Context: an optimization exercise on an open-source flow, tuned for small area and a short achievable clock period. The choices shown serve that exercise and are no tape-out recipe. The RTL was checked by simulation tests, not by an equivalence proof against the original design. Power is estimated from default activity; no workload was simulated.

## pq_sorted_path
module pq_sorted_path
#(
    parameter int KEY_W = pq_pkg::PQ_KEY_W,
    parameter int VAL_W = pq_pkg::PQ_VAL_W,
    parameter int DEPTH = pq_pkg::PQ_DEPTH
) (
    input  logic                         system1000,
    input  logic                         system1000_rst,
    input  logic                         push_valid,
    output logic                         push_ready,
    input  logic [KEY_W-1:0]             push_key,
    input  logic [VAL_W-1:0]             push_val,
    input  logic                         pop_valid,
    output logic                         pop_ready,
    output logic                         out_valid,
    output logic [KEY_W-1:0]             out_key,
    output logic [VAL_W-1:0]             out_val,
    output logic [$clog2(DEPTH+1)-1:0]   count,
    output logic                         empty,
    output logic                         full
);
clock: 5.5 ns
lec_check: 0
cap_margin: 20
core_margin: 2
core_utilization: 55
cts_buf_list: sky130_fd_sc_hd__clkbuf_8
cts_cluster_diameter: 50
cts_cluster_size: 14
place_density: 0.65
setup_slack_margin: 2.0
slew_margin: 20
tns_end_percent: 5
run.sh (not shown) runs the stock make flow with config.mk's settings and CLKGATE_MAP_FILE= SYNTH_SCRIPT=/design/flow/synth_recipe.tcl, a recipe that flattens the netlist after the stock synthesis.
Next try:
--- a/flow/config.mk
+++ b/flow/config.mk
@@ -16,2 +16 @@
 export SLEW_MARGIN = 20
-export TNS_END_PERCENT = 5
Total power goes up by a few percent.
Clock power came out higher by a little under a tenth.
Worst hold slack hardly moves.
Combinational power goes up by a few percent.
First-iteration DRC count rose by a few percent.
Wire length rises by a few percent.
Synthesized area does not change.
Next try:
--- a/flow/config.mk
+++ b/flow/config.mk
@@ -14,3 +14,3 @@
 export PLACE_DENSITY = 0.65
-export SETUP_SLACK_MARGIN = 2.0
+export SETUP_SLACK_MARGIN = 2.5
 export SLEW_MARGIN = 20
The new run completed with no timing, DRC or antenna violations.
Core utilization grows by 3.2 points.
Power grows by 2.5%.
Final cell count grows by 2.3%.
Via count grows by 2.5%.
Synthesized cell count stays the same.
Critical path depth grows by 3.
Setup slack gets worse by 0.081 ns.

* * *

== zinc ==
pq_sorted_path, a different RTL version from the one above (not shown whole).
Size: ~1200 flip-flops, roughly 140 I/O pins, ~53000 um^2 of cells after synthesis.
Design pq_sorted_path, start of the top module:
module pq_sorted_path
#(
    parameter int KEY_W = pq_pkg::PQ_KEY_W,
    parameter int VAL_W = pq_pkg::PQ_VAL_W,
    parameter int DEPTH = pq_pkg::PQ_DEPTH
) (
    input  logic                         system1000,
    input  logic                         system1000_rst,
    input  logic                         push_valid,
    output logic                         push_ready,
    input  logic [KEY_W-1:0]             push_key,
    input  logic [VAL_W-1:0]             push_val,
    input  logic                         pop_valid,
    output logic                         pop_ready,
    output logic                         out_valid,
    output logic [KEY_W-1:0]             out_key,
    output logic [VAL_W-1:0]             out_val,
    output logic [$clog2(DEPTH+1)-1:0]   count,
    output logic                         empty,
    output logic                         full
);
    localparam int CNT_W = $clog2(DEPTH + 1);
    localparam int RW    = $clog2(DEPTH);
    logic [KEY_W-1:0] key_r  [DEPTH];
    logic [VAL_W-1:0] val_r  [DEPTH];
    logic [RW-1:0]    rank_r [DEPTH];
    logic [DEPTH-1:0] vld_r;
    logic [DEPTH-1:0] pend_r;      
    logic [DEPTH-1:0] gt_r;        
    logic             push_fire_s;
    logic             pop_fire_s;
    logic [DEPTH-1:0] rkd_s;       
    logic [DEPTH-1:0] head_s;      
    logic [DEPTH-1:0] free_s;      
    logic [DEPTH-1:0] gt_s;        
    logic             has_pend_s;
    logic             pend_min_s;  
    logic [DEPTH-1:0] min_s;       
    logic             pop_head_s;
    logic             ins_s;       
    logic [DEPTH-1:0] wsel_s;      
    logic [RW-1:0]    le_cnt_s;    
  ...
clock: 5.5 ns
lec_check: 0
cap_margin: 20
core_margin: 2
core_utilization: 55
place_density: 0.65
slew_margin: 20
Relative to zinc, the following input files were edited for garnet:
# zinc
export LEC_CHECK = 0
export CAP_MARGIN = 20
export CORE_MARGIN = 2
export CORE_UTILIZATION = 55
export PLACE_DENSITY = 0.65
export SLEW_MARGIN = 20
create_clock -name core_clock -period 5.5 [get_ports {system1000}]
# garnet
export LEC_CHECK = 0
export CAP_MARGIN = 20
export CORE_MARGIN = 2
export CORE_UTILIZATION = 45
export PLACE_DENSITY = 0.6
export SLEW_MARGIN = 20
create_clock -name core_clock -period 5.5 [get_ports {system1000}]
Notes after the runs:
For zinc, the first element of the critical path was rank_r[9][0], unlike garnet, where it was rank_r[4][0].
As far as area used by sequential logic in the layout goes, garnet and zinc are indistinguishable; the numbers are identical.
Total track usage on garnet is down relative to zinc.
The termination of the worst setup path comes out rank_r[8][2] in one run and rank_r[3][2] in the other, namely in garnet and zinc respectively.
garnet: flow completed, timing, DRC and antenna clean
The lower wire length came out of zinc.
Relative to garnet, the following input files were edited for umber:
# garnet
export LEC_CHECK = 0
export CAP_MARGIN = 20
export CORE_MARGIN = 2
export CORE_UTILIZATION = 45
export PLACE_DENSITY = 0.6
export SLEW_MARGIN = 20
create_clock -name core_clock -period 5.5 [get_ports {system1000}]
# umber
export LEC_CHECK = 0
export CAP_MARGIN = 20
export CORE_MARGIN = 2
export CORE_UTILIZATION = 55
export PLACE_DENSITY = 0.65
export SETUP_SLACK_MARGIN = 1.5
export SLEW_MARGIN = 20
create_clock -name core_clock -period 5.5 [get_ports {system1000}]
==> run summary <==
umber has completed all stages; timing, DRC and antenna checks passed. The proportion of final cell area spent on non-clock buffers number comes out higher for umber vs garnet. Sort umber and garnet by path depth of the worst reg2reg path asc -> top: umber. | fraction of area in multi-input gates | higher: umber |. Taking garnet as the reference, in umber vertical extent of the die -33 um, portion of total power attributed to the clock network +0.7 points, fraction of synthesized cell area in xor and xnor cells ~0 delta, final critical path time including I/O delays and setup -470 ps, tightest slew margin relative to the limit +8.4 points.

* * *

Another version of the RTL of pq_sorted_path (not shown whole).
Size: about 4,700 cells after synthesis, about 1,200 flip-flops, roughly 140 I/O pins.
==> flow/config.mk <==
export PLATFORM = sky130hd
export DESIGN_NAME = pq_sorted_path
export DESIGN_NICKNAME = pq_sorted_path
export VERILOG_FILES = /design/flow/design.v
export SDC_FILE = /design/flow/constraint.sdc
export NUM_CORES = 4
export LEC_CHECK = 0
export CAP_MARGIN = 20
export CORE_MARGIN = 2
export CORE_UTILIZATION = 65
export PLACE_DENSITY = 0.75
export SLEW_MARGIN = 20
==> flow/constraint.sdc <==
create_clock -name core_clock -period 5.5 [get_ports {system1000}]
set_input_delay 1.1000 -clock core_clock [delete_from_list [all_inputs] [get_ports {system1000}]]
set_output_delay 1.1000 -clock core_clock [all_outputs]
set_load 0.01 [all_outputs]
The starting point never finished: it broke off in global routing (5_1_grt) on GRT-0232.
==> next run, changes <==
CORE_UTILIZATION = 45   (was 65)
PLACE_DENSITY = 0.6   (was 0.75)
The new run finished but failed the layout checks on negative setup slack. Area after synthesis stays the same. Synthesized cell count is unchanged.

port drivers added, routing unchanged:
How much do the figures lean on ideal ports? The routed layouts below were timed once more, with nothing changed but the port constraints.
Step 1 sets driving cells, clkbuf_16 on the clock port and buf_2 on the other inputs (assumed; they add their load-dependent delay and slew).
Step 2 also shifts input and output timing later by t, the mid clock arrival at the registers, as if the neighbouring blocks saw the same clock.
Three values: no drivers, after step 1, after step 2; two values: the first two.
run | shift t [ns] | setup WS [ns] | worst setup path after step 2 | worst slew at a driven data input, ns
the first run of note 1 | 0.924 | 1.634 / 1.644 / 0.762 | input to register | 0.10
the second run of note 1 | 0.922 | 1.826 / 1.826 / 0.956 | input to register | 0.09
the third run of note 1 | 0.940 | 1.745 / 1.745 / 1.400 | input to register | 0.11
zinc | 0.810 | 0.257 / 0.257 / 0.108 | input to register | 0.14
garnet | 0.818 | 0.237 / 0.237 / 0.164 | input to register | 0.15
umber | 0.822 | 0.707 / 0.707 / 0.404 | input to register | 0.15
the second run of note 3 | 0.865 | -0.197 / -0.197 / -0.197 | register to register | 0.17
For the first run of note 1, which loses most, drivers alone change the setup slack by +0.010 ns; drivers and shift together by -0.872 ns.
